From an optimization exercise on the open Yosys and OpenROAD flow, aimed at small area, a short achievable clock period and few clock cycles per item; shortcuts taken in it are not production practice.
No functional check of the RTL was part of any run shown here.
No activity file was given, so power comes from the tool's default toggle rates.

$ cat run.sh
#!/bin/bash
# synth_recipe.tcl (not shown) runs the flow's synth.tcl, then flattens the netlist and writes it again
# the make line also repeats each setting of config.mk as NAME=value (left out here)
make -C /OpenROAD-flow-scripts/flow DESIGN_CONFIG=/design/flow/config.mk WORK_HOME=/design/flow/orfs CLKGATE_MAP_FILE= SYNTH_SCRIPT=/design/flow/synth_recipe.tcl finish
$ cat config.mk
export PLATFORM = sky130hd
export DESIGN_NAME = dual_mode_word_queue
export DESIGN_NICKNAME = dual_mode_word_queue
export VERILOG_FILES = /design/flow/design.v
export SDC_FILE = /design/flow/constraint.sdc
export NUM_CORES = 4
export LEC_CHECK = 0
export CAP_MARGIN = 20
export CORE_MARGIN = 2
export CORE_UTILIZATION = 40
export SLEW_MARGIN = 20
$ cat constraint.sdc
create_clock -name core_clock -period 5.0 [get_ports {clk}]
set_input_delay 1.0000 -clock core_clock [delete_from_list [all_inputs] [get_ports {clk}]]
set_output_delay 1.0000 -clock core_clock [all_outputs]
set_load 0.01 [all_outputs]
$ cat design.v
`timescale 1ns / 1ps
package dmwq_pkg;
  localparam int CAP_W = 5;
  localparam int CFG_IDX_W = 2;
  localparam logic [CFG_IDX_W-1:0] CFG_MODE     = 2'd0;
  localparam logic [CFG_IDX_W-1:0] CFG_CAPACITY = 2'd1;
  localparam logic             MODE_LINEAR   = 1'b0;
  localparam logic             MODE_CIRCULAR = 1'b1;
  localparam logic [CAP_W-1:0] CAP_RESET     = 5'd16;
  localparam logic [1:0] KIND_ENQUEUE = 2'd0;
  localparam logic [1:0] KIND_DEQUEUE = 2'd1;
  localparam logic [1:0] KIND_LOOKUP  = 2'd2;
  typedef enum logic [2:0] {
    ST_OK    = 3'd0,
    ST_FULL  = 3'd1,
    ST_NONE  = 3'd2,
    ST_RANGE = 3'd3,
    ST_UNSUP = 3'd4
  } status_t;
  function automatic logic [CAP_W-1:0] eff_cap(input logic [CAP_W-1:0] raw,
                                               input logic [CAP_W-1:0] cap_max);
    eff_cap = raw;
    if (raw == '0) begin
      eff_cap = CAP_W'(1);
    end else if (raw > cap_max) begin
      eff_cap = cap_max;
    end
  endfunction
endpackage
`timescale 1ns / 1ps
module dmwq_ram #(
  parameter int WIDTH = 32,
  parameter int DEPTH = 16,
  localparam int AW = (DEPTH > 1) ? $clog2(DEPTH) : 1
) (
  input  logic             clk,
  input  logic             clr,
  input  logic [DEPTH-1:0] we_row,
  input  logic [WIDTH-1:0] wdata,
  input  logic             re,
  input  logic [AW-1:0]    raddr,
  output logic [WIDTH-1:0] rdata
);
  logic [WIDTH-1:0] mem [DEPTH];
  logic [WIDTH-1:0] wdata_c;
  assign wdata_c = wdata & {WIDTH{!clr}};
  always_ff @(posedge clk) begin
    for (int i = 0; i < DEPTH; i++) begin
      if (clr || we_row[i]) begin
        mem[i] <= wdata_c;
      end
    end
  end
  logic [DEPTH-1:0] rsel;
  always_comb begin
    for (int i = 0; i < DEPTH; i++) begin
      rsel[i] = re && (raddr == AW'(i));
    end
    rdata = '0;
    for (int i = 0; i < DEPTH; i++) begin
      rdata = rdata | (mem[i] & {WIDTH{rsel[i]}});
    end
  end
endmodule
`timescale 1ns / 1ps
module dual_mode_word_queue #(
  parameter int DEPTH      = 16,
  parameter int WORD_WIDTH = 32
) (
  input  logic                           clk,
  input  logic                           rst,
  input  logic                           cfg_we,
  input  logic [dmwq_pkg::CFG_IDX_W-1:0] cfg_index,
  input  logic [dmwq_pkg::CAP_W-1:0]     cfg_data,
  input  logic                           in_valid,
  output logic                           in_ready,
  input  logic [1:0]                     kind,
  input  logic [WORD_WIDTH-1:0]          data_word,
  input  logic [3:0]                     position,
  output logic                           out_valid,
  input  logic                           out_ready,
  output logic [2:0]                     status,
  output logic [WORD_WIDTH-1:0]          read_word,
  output logic [dmwq_pkg::CAP_W-1:0]     count,
  output logic                           full_res,
  output logic                           empty_res
);
  localparam int CW      = dmwq_pkg::CAP_W;
  localparam int AW      = $clog2(DEPTH);
  localparam int CAP_MAX = (DEPTH < (2 ** CW) - 1) ? DEPTH : (2 ** CW) - 1;
  logic          mode;
  logic [CW-1:0] cap;
  logic [CW-1:0] front;
  logic [CW-1:0] wptr;
  logic [CW-1:0] elem_count;
  logic          clr;
  logic          sk_v;
  logic [2:0]    sk_status;
  logic [CW-1:0] sk_count;
  logic          sk_full;
  logic          sk_empty;
  logic          sk_re;
  logic [AW-1:0] sk_addr;
  logic [2:0]    step_status;
  logic [CW-1:0] front_next;
  logic [CW-1:0] wptr_next;
  logic [CW-1:0] count_next;
  logic          step_we;
  logic          step_re;
  logic [AW-1:0] rd_addr;
  logic          step_full;
  logic          step_empty;
  logic          accept;
  logic          s2_free;
  logic          in_ready_r;
  logic          sk_v_next;
  logic [DEPTH-1:0]      we_row;
  logic                  ram_re;
  logic [AW-1:0]         ram_raddr;
  logic [WORD_WIDTH-1:0] ram_rdata;
  assign in_ready  = in_ready_r;
  assign accept    = in_valid && in_ready_r;
  assign s2_free   = !out_valid || out_ready;
  assign sk_v_next = sk_v ? !out_ready : (accept && !s2_free);
  always_comb begin
    step_status = dmwq_pkg::ST_OK;
    front_next  = front;
    wptr_next   = wptr;
    count_next  = elem_count;
    step_we     = 1'b0;
    step_re     = 1'b0;
    rd_addr     = front[AW-1:0];
    case (kind)
      dmwq_pkg::KIND_ENQUEUE: begin
        if (elem_count >= cap) begin
          step_status = dmwq_pkg::ST_FULL;
        end else begin
          step_we    = 1'b1;
          count_next = elem_count + CW'(1);
          if (mode == dmwq_pkg::MODE_LINEAR) begin
            wptr_next = wptr + CW'(1);
          end else begin
            wptr_next = (wptr + CW'(1) == cap) ? '0 : wptr + CW'(1);
          end
        end
      end
      dmwq_pkg::KIND_DEQUEUE: begin
        if (mode == dmwq_pkg::MODE_LINEAR) begin
          if (front == cap) begin
            front_next  = '0;
            wptr_next   = '0;
            count_next  = '0;
            step_status = dmwq_pkg::ST_NONE;
          end else if (front >= wptr) begin
            step_status = dmwq_pkg::ST_NONE;
          end else begin
            step_re    = 1'b1;
            front_next = front + CW'(1);
          end
        end else begin
          if (elem_count == '0) begin
            step_status = dmwq_pkg::ST_NONE;
          end else begin
            step_re    = 1'b1;
            front_next = (front + CW'(1) == cap) ? '0 : front + CW'(1);
            count_next = elem_count - CW'(1);
          end
        end
      end
      dmwq_pkg::KIND_LOOKUP: begin
        rd_addr = position;
        if (mode != dmwq_pkg::MODE_LINEAR) begin
          step_status = dmwq_pkg::ST_UNSUP;
        end else if (elem_count == '0) begin
          step_status = dmwq_pkg::ST_NONE;
        end else if (CW'(position) >= cap) begin
          step_status = dmwq_pkg::ST_RANGE;
        end else begin
          step_re = 1'b1;
        end
      end
      default: begin
        step_status = dmwq_pkg::ST_UNSUP;
      end
    endcase
    step_full  = (count_next >= cap);
    step_empty = (count_next == '0);
  end
  always_comb begin
    for (int i = 0; i < DEPTH; i++) begin
      we_row[i] = accept && step_we && (wptr[AW-1:0] == AW'(i));
    end
    ram_re    = sk_v ? sk_re : step_re;
    ram_raddr = sk_v ? sk_addr : rd_addr;
  end
  dmwq_ram #(
    .WIDTH(WORD_WIDTH),
    .DEPTH(DEPTH)
  ) u_store (
    .clk   (clk),
    .clr   (clr),
    .we_row(we_row),
    .wdata (data_word),
    .re    (ram_re),
    .raddr (ram_raddr),
    .rdata (ram_rdata)
  );
  always_ff @(posedge clk) begin
    if (rst) begin
      clr        <= 1'b1;
      sk_v       <= 1'b0;
      out_valid  <= 1'b0;
      in_ready_r <= 1'b0;
      mode       <= dmwq_pkg::MODE_CIRCULAR;
      cap        <= dmwq_pkg::eff_cap(dmwq_pkg::CAP_RESET, CW'(CAP_MAX));
      front      <= '0;
      wptr       <= '0;
      elem_count <= '0;
    end else begin
      clr <= 1'b0;
      if (sk_v) begin
        if (out_ready) begin
          status    <= sk_status;
          read_word <= ram_rdata;
          count     <= sk_count;
          full_res  <= sk_full;
          empty_res <= sk_empty;
        end
      end else if (accept) begin
        if (s2_free) begin
          status    <= step_status;
          read_word <= ram_rdata;
          count     <= count_next;
          full_res  <= step_full;
          empty_res <= step_empty;
          out_valid <= 1'b1;
        end else begin
          sk_status <= step_status;
          sk_count  <= count_next;
          sk_full   <= step_full;
          sk_empty  <= step_empty;
          sk_re     <= step_re;
          sk_addr   <= rd_addr;
        end
      end else if (out_ready) begin
        out_valid <= 1'b0;
      end
      sk_v       <= sk_v_next;
      in_ready_r <= !sk_v_next;
      if (cfg_we && (cfg_index == dmwq_pkg::CFG_MODE || cfg_index == dmwq_pkg::CFG_CAPACITY)) begin
        if (cfg_index == dmwq_pkg::CFG_MODE) begin
          mode <= cfg_data[0];
        end else begin
          cap <= dmwq_pkg::eff_cap(cfg_data, CW'(CAP_MAX));
        end
        front      <= '0;
        wptr       <= '0;
        elem_count <= '0;
      end else if (accept) begin
        front      <= front_next;
        wptr       <= wptr_next;
        elem_count <= count_next;
      end
    end
  end
endmodule
==> results of run 1 <==
-- metal layers --
layer / routed length [µm] / track usage / vias up
met4: 1810 / 0.0673 / 0
met2: 29300 / 0.332 / 624
met5: 0 / 0 / -
met3: 4810 / 0.0371 / 129
li1: - / - / 6464
met1: 27000 / 0.284 / 7370
-- layout make-up --
type | count | share of cell area
sequential | 594 | 0.634
multi-input combinational | 868 | 0.202
timing repair buffer | 157 | 0.0559
clock buffer | 70 | 0.0547
tap | 765 | 0.0345
clock inverter | 38 | 0.0154
inverter | 23 | 0.00311
-- worst reg2reg max path, cell delays in order (launching register included) --
cell and delay, ns:
dfxtp_1 0.38, inv_1 0.18, ha_1 0.36, nor4b_1 0.32, nor2_1 0.10, nand2_1 0.21
nand4_1 0.17, o211ai_1 0.55, ha_1 0.34, nor2b_1 0.12, o21ai_0 0.15, nand2b_1 0.11
mux2_2 0.27
-- how the worst max path moves through the flow --
| stage | startpoint | end | slack (ns) |
|---|---|---|---|
| 2_1_floorplan | in_valid | count[0]$_DFFE_PP_ | 1.31 |
| 3_3_place_gp | kind[0] | read_word[25]$_DFFE_PP_ | 0.61 |
| 3_5_place_dp | kind[0] | read_word[14]$_DFFE_PP_ | 0.59 |
| 4_1_cts | kind[0] | read_word[25]$_DFFE_PP_ | 1.26 |
| 5_1_grt | kind[0] | full_res$_DFFE_PP_ | 0.95 |
| 6_report | kind[0] | read_word[14]$_DFFE_PP_ | 1.19 |
-- sequential cells by signal, indices dropped and copies added (netlist names), 3 cells and up --
signal,count
sk_status,3
read_word,32
wptr,5
sk_count,5
status,3
sk_addr,4
front,5
u_store.mem,512
cap,5
elem_count,5
count,5
-- power by group --
group	switching [µW]	internal [µW]	leakage [µW]	total (µW)
sequential	78.7	5750	0.00599	5830
combinational	455	224	0.00267	679
clock	1900	2530	0.000941	4430
-- layout by cell type (no fill, tap or decap), types with 28 or more instances in the layout --
master / synthesis / layout
a211oi_1: 39 / 39
a21oi_1: 122 / 122
a221oi_1: 30 / 30
a222oi_1: 28 / 28
a22o_1: 28 / 28
a22oi_1: 63 / 63
buf_4: 1 / 53
clkbuf_16: 0 / 58
clkdlybuf4s50_1: 0 / 93
edfxtp_1: 569 / 569
ha_1: 31 / 31
nand2_1: 158 / 158
nand3_1: 41 / 41
nor2_1: 81 / 78
nor2b_1: 40 / 30
-- kinds of logic (layout without fill, tap and decap cells) --
family,Yosys count,in the layout,share of synthesized area
and+or+nand+nor,380,380,0.0750
DFF,594,594,0.746
AOI/OAI and AO/OA,420,420,0.126
muxes,17,17,0.00860
adders and majority gates,31,31,0.0165
buffers and inverters,115,288,0.0207
xor gates and xnor gates,20,20,0.00743
-- per-stage QoR --
step	power (µW)	util	instance area [µm²]
after floorplan	6270	-	23600
after global routing	11300	0.478	27700
after global placement	6590	0.444	25800
final	10900	0.478	27700
after detailed placement	6610	0.444	25800
after CTS	11000	0.478	27700
==> impl_metrics.env, run 1 <==
export IMPL_maxSlewHeadroom=0.253
export IMPL_path_buf_inv=2
export IMPL_synthArstFlopShare=0
export IMPL_track_usage=0.206
export IMPL_clk_pin_slew_ns=0.06
export IMPL_grt_overflow_total=0
export IMPL_synth_seq_cells=594
export IMPL_cts_buffer_depth=3
export IMPL_cts_tree="yes"
export IMPL_cts_resized=0
export IMPL_fin_nets=1783
export IMPL_clock_latency_ns=0.64
export IMPL_wl_um=62900
export IMPL_hold_path_class="register to register"
export IMPL_r2r_cells=12
export IMPL_required_ns=5.38
export IMPL_r2r_end="full_res$_DFFE_PP_"
export IMPL_synth_edf_count=569
export IMPL_holdPathStages=2
export IMPL_place_gp_congestion=0.840
export IMPL_critical_path_cell_count=10
export IMPL_crit_path_end_kind="register"
export IMPL_grt_pass1_wl_um=92600
export IMPL_period_needed_ns=3.81
export IMPL_wire_per_inst_um=25.0
export IMPL_critPathLaunchType="input pin"
export IMPL_grt_max_degree=54
export IMPL_hold_worst_slack_ns=0.514
export IMPL_cts_buffers=58
export IMPL_power_density_nw_per_um2=395
export IMPL_cts_root_buf="clkbuf_16"
export IMPL_reg2reg_from="cap[3]$_SDFFE_PP0P_"
export IMPL_status="complete, no violations"
export IMPL_grt_pass1_vias=14493
export IMPL_yosys_cell_count_top_type="edfxtp_1"
export IMPL_setup_tns_final_ns=0
export IMPL_cts_hold_buf=0
export IMPL_p_leak_uw=0.00960
export IMPL_finalWorstSetupSlack_ns=1.19
export IMPL_dr_pass1_iters=6
export IMPL_r2r_slack_ns=1.48
export IMPL_syn2layout_area_growth_pct=17.6
export IMPL_drt_iter0_markers=1579
export IMPL_drc_errors=0
export IMPL_ys_seq_area_frac=0.746
export IMPL_seq_area_um2=17600
export IMPL_die_area_um2=60900
export IMPL_hp_start="wptr[4]$_SDFFE_PP0P_"
export IMPL_stdcell_count=2515
export IMPL_path_delay_family="compound AO/OA/AOI/OAI gates"
export IMPL_htreeDepth=2
export IMPL_worst_slew_pin_slew_ns=1.12
export IMPL_numPortBuffers=93
export IMPL_syn_area_um2=23600
export IMPL_place_hpwl_um=36800
export IMPL_min_to="wptr[4]$_SDFFE_PP0P_"
export IMPL_avgSynthCellArea_um2=14.9
export IMPL_irDropWorstVdd_uv=302
export IMPL_synthTopCellsByArea="edfxtp_1, a21oi_1, nand2_1"
export IMPL_num_rows=88
export IMPL_cp_arrival_ns=4.19
export IMPL_core_um2=58000
export IMPL_fillers=4894
export IMPL_layout_drive_gt1_share=0.122
export IMPL_dr_total_vias=14587
export IMPL_postRouteAntennaNets=0
export IMPL_synthCells=1577
export IMPL_fin_crit_sh=0.762
export IMPL_rsz0062_at_grt="no"
export IMPL_floorplan_initialDensity=0.406
export IMPL_hold_viol_final=0
export IMPL_syn_nets=1658
export IMPL_diodes=0
export IMPL_drv_cap=0
export IMPL_cts_sinks=594
export IMPL_ys_flop_type="edfxtp_1"
export IMPL_synth_distinct_cells=66
export IMPL_multi_input_area_um2=5600
export IMPL_dp_cells=2407
export IMPL_yosys_area_top_type="edfxtp_1"
export IMPL_io_pins=94
export IMPL_drt_vias_per_instance=5.80
export IMPL_die_h_um=247
export IMPL_crit_path_max_incr_delay_ns=0.59
export IMPL_slew_violations=0
export IMPL_cpMostUsedCell="a211oi_1"
export IMPL_synth_warnings=3
export IMPL_clock_skew_ns=0.0409
export IMPL_report_final_setup_viol=0
export IMPL_pre_cts_ws_ns=0.589
export IMPL_fmax_mhz=262
export IMPL_synth_common_cells="edfxtp_1, nand2_1, a21oi_1"
export IMPL_post_cts_setup_buffer_count=0
export IMPL_path_class="input pin to register"
export IMPL_critPathSlowestCell="o21a_2"
export IMPL_netlist_area_leader_share=0.725
export IMPL_die_w_um=247
export IMPL_path_cells="clkdlybuf4s50_1, inv_1, ha_1, mux2_2, o21a_2, nor2_1, a211oi_1, a211oi_1, a2111oi_0, nand4b_1"
export IMPL_antenna_found_initial=0
export IMPL_path_max_fanout=23
==> run 2, diff against run 1 <==
--- a/config.mk
+++ b/config.mk
@@ -7,2 +7,3 @@
 export LEC_CHECK = 0
+export ABC_CLOCK_PERIOD_IN_PS = 2000
 export CAP_MARGIN = 20
@@ -10,2 +11,3 @@
 export CORE_UTILIZATION = 40
+export SETUP_SLACK_MARGIN = 3.0
 export SLEW_MARGIN = 20
==> run 2 against run 1 <==
Still clean on timing, DRC and antenna. Sequential share of layout area decreased by 9.2 points. Combinational power is 63% higher. Final area is 17% higher. Critical path depth up 3. Fmax is 23% higher. Die area did not move. First-iteration DRC count increased by 47%. Sequential power about the same. Worst setup slack better by 0.71 ns. Largest cell class unchanged. Largest power group unchanged.
==> impl_metrics.env, run 2 <==
export IMPL_crit_path_end_kind="register"
export IMPL_netlist_area_leader_share=0.725
export IMPL_synth_edf_count=569
export IMPL_reg2reg_from="cap[1]$_SDFFE_PP0P_"
export IMPL_numPortBuffers=93
export IMPL_p_total_uw=11500
export IMPL_crit_path_max_incr_delay_ns=0.42
export IMPL_clock_latency_ns=0.66
export IMPL_rsz0062_at_grt="yes"
export IMPL_final_common_cell="edfxtp_1"
export IMPL_synthCells=1577
export IMPL_required_ns=5.36
export IMPL_fmax_mhz=323
export IMPL_diodes=0
export IMPL_hold_viol_final=0
export IMPL_cts_tree="yes"
export IMPL_clk_pin_slew_ns=0.06
export IMPL_track_usage=0.233
export IMPL_synthTopCellsByArea="edfxtp_1, a21oi_1, nand2_1"
export IMPL_largest_reg_flops=512
export IMPL_dr_total_vias=16467
export IMPL_syn_area_um2=23600
export IMPL_path_max_fanout=28
export IMPL_path_class="input pin to register"
export IMPL_cpMostUsedCell="buf_12"
export IMPL_setup_tns_final_ns=0
export IMPL_critPathLaunchType="input pin"
export IMPL_yosys_cell_count_top_type="edfxtp_1"
export IMPL_ys_flop_type="edfxtp_1"
export IMPL_fin_area_um2=32600
export IMPL_critPathSlowestCell="a221oi_1"
export IMPL_synth_distinct_cells=66
export IMPL_maxSlewHeadroom=0.291
export IMPL_synthArstFlopShare=0
export IMPL_wl_um=78400
export IMPL_floorplan_initialDensity=0.406
export IMPL_wire_per_inst_um=28.6
export IMPL_num_rows=88
export IMPL_cts_buffers=59
export IMPL_cts_buffer_depth=3
export IMPL_worst_slew_pin_slew_ns=1.06
export IMPL_die_w_um=247
export IMPL_slew_violations=0
export IMPL_drt_iter0_markers=2315
export IMPL_hp_start="wptr[3]$_SDFFE_PP0P_"
export IMPL_period_needed_ns=3.10
export IMPL_placed_cell_area_um2=26000
export IMPL_drc_errors=0
export IMPL_fin_nets=2014
export IMPL_synth_common_cells="edfxtp_1, nand2_1, a21oi_1"
export IMPL_dp_cells=2384
export IMPL_stdcell_count=2746
export IMPL_ys_seq_area_frac=0.746
export IMPL_crit_path_start="kind[0]"
export IMPL_regMostFlops="u_store.mem"
export IMPL_place_hpwl_um=34200
export IMPL_grt_pass1_vias=15794
export IMPL_antenna_found_initial=1
export IMPL_yosys_area_top_type="edfxtp_1"
export IMPL_reg_largest_list="u_store.mem (512), read_word (32)"
export IMPL_hold_path_class="register to register"
export IMPL_grt_pass1_wl_um=103000
export IMPL_grt_max_degree=45
export IMPL_die_h_um=247
export IMPL_htreeDepth=2
export IMPL_p_leak_uw=0.0117
export IMPL_place_gp_congestion=0.821
export IMPL_clock_skew_ns=0.0524
export IMPL_die_area_um2=60900
export IMPL_hold_worst_slack_ns=0.510
export IMPL_postRouteAntennaNets=0
export IMPL_power_density_nw_per_um2=354
export IMPL_path_cells="buf_4, inv_12, ha_4, mux2_4, o21a_4, buf_12, nor3_4, buf_12, bufbuf_16, a221oi_1, nor2_1, a211oi_2, nand3_1"
export IMPL_syn2layout_area_growth_pct=38.2
export IMPL_drv_cap=0
export IMPL_synth_warnings=3
export IMPL_mostFrequentLayoutCells="edfxtp_1, nand2_1, a21oi_1"
export IMPL_fin_crit_sh=0.620
export IMPL_irDropWorstVdd_uv=305
export IMPL_synth_seq_cells=594
export IMPL_report_final_setup_viol=0
export IMPL_cts_root_buf="clkbuf_16"
export IMPL_grt_overflow_total=0
export IMPL_status="complete, no violations"
export IMPL_avgSynthCellArea_um2=14.9
export IMPL_cts_hold_buf=0
export IMPL_syn_nets=1658
export IMPL_drt_vias_per_instance=6.00
export IMPL_cts_sinks=594
export IMPL_io_pins=94
export IMPL_layout_drive_gt1_share=0.344
export IMPL_core_um2=58000
export IMPL_cp_arrival_ns=3.46
export IMPL_dr_pass1_iters=6
-- run 2: cell counts after synthesis --
No cell type changed its count.
-- run 2: logic make-up after synthesis --
group / Yosys count / share of synthesized area
AOI/OAI and AO/OA: 420 / 0.126
xor gates and xnor gates: 20 / 0.00743
adders and majority gates: 31 / 0.0165
buffers and inverters: 115 / 0.0207
DFF: 594 / 0.746
muxes: 17 / 0.00860
and+or+nand+nor: 380 / 0.0750
-- run 2: layout make-up --
type                       instances  area (µm²)
inverter                          23         145
sequential                       594       17700
multi-input combinational        884        7070
clock buffer                      68        1530
clock inverter                    41         439
tap                              765         957
fill                            4324       25500
timing repair buffer             371        4770
-- run 2: path summary, 6_finish.rpt --
path | slack [ns] | depth (start not counted) | to
max | 1.90 | 13 | read_word[10]$_DFFE_PP_
min | 0.51 | 2 | wptr[3]$_SDFFE_PP0P_
max reg2reg | 1.94 | 12 | read_word[31]$_DFFE_PP_
min reg2reg | 0.51 | 2 | wptr[3]$_SDFFE_PP0P_
-- run 2: report_power, final --
part | leakage, µW | switching [µW] | total (µW) | internal, µW
sequential | 0.00600 | 94.4 | 5840 | 5740
clock | 0.000959 | 1970 | 4590 | 2610
combinational | 0.00473 | 609 | 1110 | 503
total | 0.0117 | 2680 | 11500 | 8860
-- run 2: worst max-delay path, delay by kind of cell --
family / cells / cell delay (ns)
simple gates: 3 / 0.29
fa+ha+maj: 1 / 0.18
mux: 1 / 0.24
compound gates: 3 / 0.89
buf+inv: 5 / 0.81
-- run 2: what timing repair did --
| item | 4_1_cts | 5_1_grt |
|---|---|---|
| pin swaps | 41 | 73 |
| endpoints found under the setup margin | 920 | 967 |
| buffers inserted | 133 | 77 |
| hold endpoints to repair | 0 | 0 |
| gates resized for setup | 400 | 158 |
| cloned | 28 | 14 |
-- run 2: stage by stage --
step	setup slack [ns]	util
finish	1.90	0.561
global placement	0.588	0.448
detailed placement	0.536	0.448
global route	1.82	0.561
floorplan	1.77	-
CTS	2.02	0.531
-- run 2: metal layers --
metal / vias to the layer above / part of all wire / GRT usage
met5: - / 0.00020 / 0
met4: 2 / 0.044 / 0.0856
met3: 226 / 0.11 / 0.0609
met2: 1022 / 0.48 / 0.380
met1: 8214 / 0.38 / 0.299
li1: 7003 / - / -
==> run 3, diff against run 2 <==
--- a/design.v
+++ b/design.v
@@ -96,2 +96,6 @@
   logic          clr;
+  logic                  s1_v;
+  logic [1:0]            s1_kind;
+  logic [3:0]            s1_pos;
+  logic [WORD_WIDTH-1:0] s1_data;
   logic          sk_v;
@@ -112,5 +116,6 @@
   logic          step_empty;
-  logic          accept;
+  logic          proc;
   logic          s2_free;
   logic          in_ready_r;
+  logic          s1_v_next;
   logic          sk_v_next;
@@ -120,6 +125,7 @@
   logic [WORD_WIDTH-1:0] ram_rdata;
-  assign in_ready  = in_ready_r;
-  assign accept    = in_valid && in_ready_r;
-  assign s2_free   = !out_valid || out_ready;
-  assign sk_v_next = sk_v ? !out_ready : (accept && !s2_free);
+  assign in_ready = in_ready_r;
+  assign proc     = s1_v && !sk_v;
+  assign s2_free  = !out_valid || out_ready;
+  assign s1_v_next = in_ready_r ? in_valid : (s1_v && !proc);
+  assign sk_v_next = sk_v ? !out_ready : (proc && !s2_free);
   always_comb begin
@@ -132,3 +138,3 @@
     rd_addr     = front[AW-1:0];
-    case (kind)
+    case (s1_kind)
       dmwq_pkg::KIND_ENQUEUE: begin
@@ -170,3 +176,3 @@
       dmwq_pkg::KIND_LOOKUP: begin
-        rd_addr = position;
+        rd_addr = s1_pos;
         if (mode != dmwq_pkg::MODE_LINEAR) begin
@@ -175,3 +181,3 @@
           step_status = dmwq_pkg::ST_NONE;
-        end else if (CW'(position) >= cap) begin
+        end else if (CW'(s1_pos) >= cap) begin
           step_status = dmwq_pkg::ST_RANGE;
@@ -190,3 +196,3 @@
     for (int i = 0; i < DEPTH; i++) begin
-      we_row[i] = accept && step_we && (wptr[AW-1:0] == AW'(i));
+      we_row[i] = proc && step_we && (wptr[AW-1:0] == AW'(i));
     end
@@ -202,3 +208,3 @@
     .we_row(we_row),
-    .wdata (data_word),
+    .wdata (s1_data),
     .re    (ram_re),
@@ -208,7 +214,15 @@
   always_ff @(posedge clk) begin
+    if (in_ready_r) begin
+      s1_kind <= kind;
+      s1_pos  <= position;
+      s1_data <= data_word;
+    end
+  end
+  always_ff @(posedge clk) begin
     if (rst) begin
       clr        <= 1'b1;
+      s1_v       <= 1'b0;
       sk_v       <= 1'b0;
       out_valid  <= 1'b0;
-      in_ready_r <= 1'b0;
+      in_ready_r <= 1'b1;
       mode       <= dmwq_pkg::MODE_CIRCULAR;
@@ -227,4 +241,5 @@
           empty_res <= sk_empty;
-        end
-      end else if (accept) begin
+          sk_v      <= 1'b0;
+        end
+      end else if (proc) begin
         if (s2_free) begin
@@ -243,2 +258,3 @@
           sk_addr   <= rd_addr;
+          sk_v      <= 1'b1;
         end
@@ -247,4 +263,4 @@
       end
-      sk_v       <= sk_v_next;
-      in_ready_r <= !sk_v_next;
+      s1_v       <= s1_v_next;
+      in_ready_r <= !(s1_v_next && sk_v_next);
       if (cfg_we && (cfg_index == dmwq_pkg::CFG_MODE || cfg_index == dmwq_pkg::CFG_CAPACITY)) begin
@@ -258,3 +274,3 @@
         elem_count <= '0;
-      end else if (accept) begin
+      end else if (proc) begin
         front      <= front_next;
--- a/config.mk
+++ b/config.mk
@@ -7,3 +7,2 @@
 export LEC_CHECK = 0
-export ABC_CLOCK_PERIOD_IN_PS = 2000
 export CAP_MARGIN = 20
@@ -11,3 +10,2 @@
 export CORE_UTILIZATION = 40
-export SETUP_SLACK_MARGIN = 3.0
 export SLEW_MARGIN = 20
==> run 3 against run 2 <==
Synthesized cell count is 9.4% higher. Cell count is 1.0% lower. Fmax is 27% lower. Core utilization is 8.7 points lower. Die area is 6.1% higher. Final area is 9.9% lower. Clock power is 4% higher. Wire length is 16% lower. Count of clock-buffer cells in the layout is 21 higher. Register-to-register slack worse by 1.2 ns. Worst setup slack worse by 1.1 ns. Highest routed layer is now met4.
==> impl_metrics.env, run 3 <==
export IMPL_status="complete, no violations"
export IMPL_multi_input_area_um2=5960
export IMPL_fillers=5283
export IMPL_htreeDepth=3
export IMPL_mostFrequentLayoutCells="edfxtp_1, nand2_1, a22oi_1"
export IMPL_synth_common_cells="edfxtp_1, nand2_1, a22oi_1"
export IMPL_maxSlewHeadroom=0.248
export IMPL_wl_um=65600
export IMPL_grt_max_degree=52
export IMPL_seq_area_um2=18800
export IMPL_synth_warnings=3
export IMPL_reg_largest_list="u_store.mem (512), read_word (32), s1_data (32)"
export IMPL_power_frac_clock=0.407
export IMPL_power_density_nw_per_um2=399
export IMPL_drv_cap=0
export IMPL_rsz0062_at_grt="no"
export IMPL_swShare=0.218
export IMPL_placed_cell_area_um2=27200
export IMPL_die_w_um=254
export IMPL_cp_arrival_ns=4.50
export IMPL_period_needed_ns=4.22
export IMPL_cts_buffer_depth=3
export IMPL_grt_pass1_vias=15009
export IMPL_place_gp_congestion=0.810
export IMPL_drt_vias_per_instance=5.59
export IMPL_reg2reg_from="cap[3]$_SDFFE_PP0P_"
export IMPL_synthArstFlopShare=0
export IMPL_cts_root_buf="clkbuf_16"
export IMPL_hold_path_class="register to register"
export IMPL_path_class="register to register"
export IMPL_regMostFlops="u_store.mem"
export IMPL_syn_area_um2=25000
export IMPL_final_common_cell="edfxtp_1"
export IMPL_ys_flop_type="edfxtp_1"
export IMPL_postRouteAntennaNets=0
export IMPL_slew_violations=0
export IMPL_synthCells=1726
export IMPL_yosys_cell_count_top_type="edfxtp_1"
export IMPL_clock_skew_ns=0.0220
export IMPL_dr_total_vias=15200
export IMPL_crit_path_start="cap[3]$_SDFFE_PP0P_"
export IMPL_cts_tree="yes"
export IMPL_ys_seq_area_frac=0.749
export IMPL_syn_nets=1807
export IMPL_setup_tns_final_ns=0
export IMPL_yosys_area_top_type="edfxtp_1"
export IMPL_place_hpwl_um=36800
export IMPL_p_leak_uw=0.0102
export IMPL_post_cts_setup_buffer_count=0
export IMPL_die_area_um2=64600
export IMPL_drt_iter0_markers=1628
export IMPL_fin_area_um2=29300
export IMPL_netlist_area_leader_share=0.728
export IMPL_numPortBuffers=93
export IMPL_synth_distinct_cells=60
export IMPL_seqPwrFrac=0.534
export IMPL_grt_overflow_total=0
export IMPL_largest_reg_flops=512
export IMPL_core_um2=61800
export IMPL_diodes=0
export IMPL_synth_edf_count=607
export IMPL_cts_resized=0
export IMPL_num_rows=91
export IMPL_power_switching_uw=2550
export IMPL_crit_path_end_kind="register"
export IMPL_die_h_um=254
export IMPL_report_final_setup_viol=0
export IMPL_hold_viol_final=0
export IMPL_fin_crit_sh=0.843
export IMPL_irDropWorstVdd_uv=186
export IMPL_track_usage=0.204
export IMPL_intPower_uw=9150
export IMPL_power_share_combinational=0.058
export IMPL_clock_latency_ns=0.60
export IMPL_hp_start="out_valid$_SDFFE_PP0P_"
export IMPL_clk_pin_slew_ns=0.06
export IMPL_avgSynthCellArea_um2=14.5
export IMPL_layout_drive_gt1_share=0.107
export IMPL_cts_buffers=69
export IMPL_synthTopCellsByArea="edfxtp_1, nand2_1, a22oi_1"
export IMPL_dr_pass1_iters=5
export IMPL_required_ns=5.28
export IMPL_worst_slew_pin_slew_ns=1.13
export IMPL_path_max_fanout=18
export IMPL_syn2layout_area_growth_pct=17.2
export IMPL_grt_pass1_wl_um=96400
export IMPL_hold_worst_slack_ns=0.513
export IMPL_cts_hold_buf=0
export IMPL_synth_seq_cells=633
export IMPL_fmax_mhz=237
export IMPL_floorplan_initialDensity=0.405
export IMPL_wire_per_inst_um=24.1
export IMPL_io_pins=94
export IMPL_antenna_found_initial=0
export IMPL_fin_nets=1913
export IMPL_cts_sinks=633
export IMPL_critPathLaunchType="register"
export IMPL_drc_errors=0
[run 3: cell types whose count changed after synthesis, sizes merged, moves of 28 or more]
cell / delta
nand2: +162
a22oi: +86
edfxtp: +38
a211oi: -29
nor2: -29
o211ai: +29
a222oi: -28
a31oi: +28
nand3: -28
[run 3: worst max-delay path: stages (launching register included)]
cell and delay [ns]:
dfxtp_1 0.41, inv_1 0.16, ha_1 0.33, or2_2 0.28, a211oi_1 0.59, nor2_1 0.16
nor2_1 0.62, nand2_1 0.37, o21bai_4 0.70, buf_12 0.28
[run 3: worst paths after layout]
path | slack (ns) | to | depth (start not counted)
worst min-delay path | 0.51 | out_valid$_SDFFE_PP0P_ | 2
worst max-delay path | 0.78 | u_store.mem[13][0]$_DFFE_PP_ | 9
worst max register to register | 0.78 | u_store.mem[13][0]$_DFFE_PP_ | 9
worst min register to register | 0.51 | out_valid$_SDFFE_PP0P_ | 2
[run 3: per-layer routing]
layer | track usage | share of wire | up-vias
met5 | 0 | 0 | -
met4 | 0.0775 | 0.030 | 0
met3 | 0.0363 | 0.073 | 137
met2 | 0.330 | 0.48 | 616
met1 | 0.276 | 0.42 | 7629
li1 | - | - | 6818
[run 3: power by group through the flow]
stage	Sequential [µW]	Combinational, µW	Clock, µW
floorplan	6330	374	0
global placement	6350	665	0
detailed placement	6360	679	0
CTS	6250	682	4850
global route	6270	743	5040
finish	6250	683	4760
[run 3: per-stage QoR]
stage / util / setup slack, ns / instances / power (µW)
finish: 0.475 / 0.784 / 2718 / 11700
floorplan: - / 0.236 / 1726 / 6700
global placement: 0.440 / 0.929 / 2597 / 7010
CTS: 0.474 / 0.868 / 2718 / 11800
global route: 0.475 / 0.572 / 2718 / 12100
detailed placement: 0.440 / 0.911 / 2598 / 7040
[run 3: cells by family after synthesis]
| logic type | Yosys count | synth area share |
|---|---|---|
| xor+xnor | 18 | 0.00660 |
| mux | 23 | 0.00990 |
| simple gates | 471 | 0.0810 |
| buf+inv | 133 | 0.0221 |
| fa+ha+maj | 31 | 0.0155 |
| flops | 633 | 0.749 |
| compound gates | 417 | 0.116 |
[run 3: area by class of cell]
cell class                      instances  share of cell area
Clock buffer                           89              0.0650
Clock inverter                         31             0.00657
Inverter                               31             0.00397
Multi-Input combinational cell        960               0.203
Sequential cell                       633               0.639
Tap cell                              837              0.0357
Timing Repair Buffer                  137              0.0467

-- port drivers added, routing unchanged --
In the flow no input, the clock included, has a driving cell. The finished layouts below were timed again as built, in two steps.
Step 1 sets driving cells, clkbuf_16 on the clock port and buf_2 on the other inputs (assumed; they add their load-dependent delay and slew).
Step 2 also shifts input and output timing later by t, the mid clock arrival at the registers, as if the neighbouring blocks saw the same clock.
a / b / c = no drivers / after step 1 / after step 2; a / b = the first two.
run	t (ns)	setup slack, ns	latest minus earliest clock arrival (ns)
run 1	0.681	1.188 / 1.218 / 0.536	0.041 / 0.041
run 2	0.695	1.902 / 1.921 / 1.226	0.053 / 0.054
run 3	0.645	0.784 / 0.784 / 0.784	0.024 / 0.023
After both steps setup and hold are still met in every run listed. For run 2, which loses most, drivers alone change the setup slack by +0.019 ns; drivers and shift together by -0.676 ns.
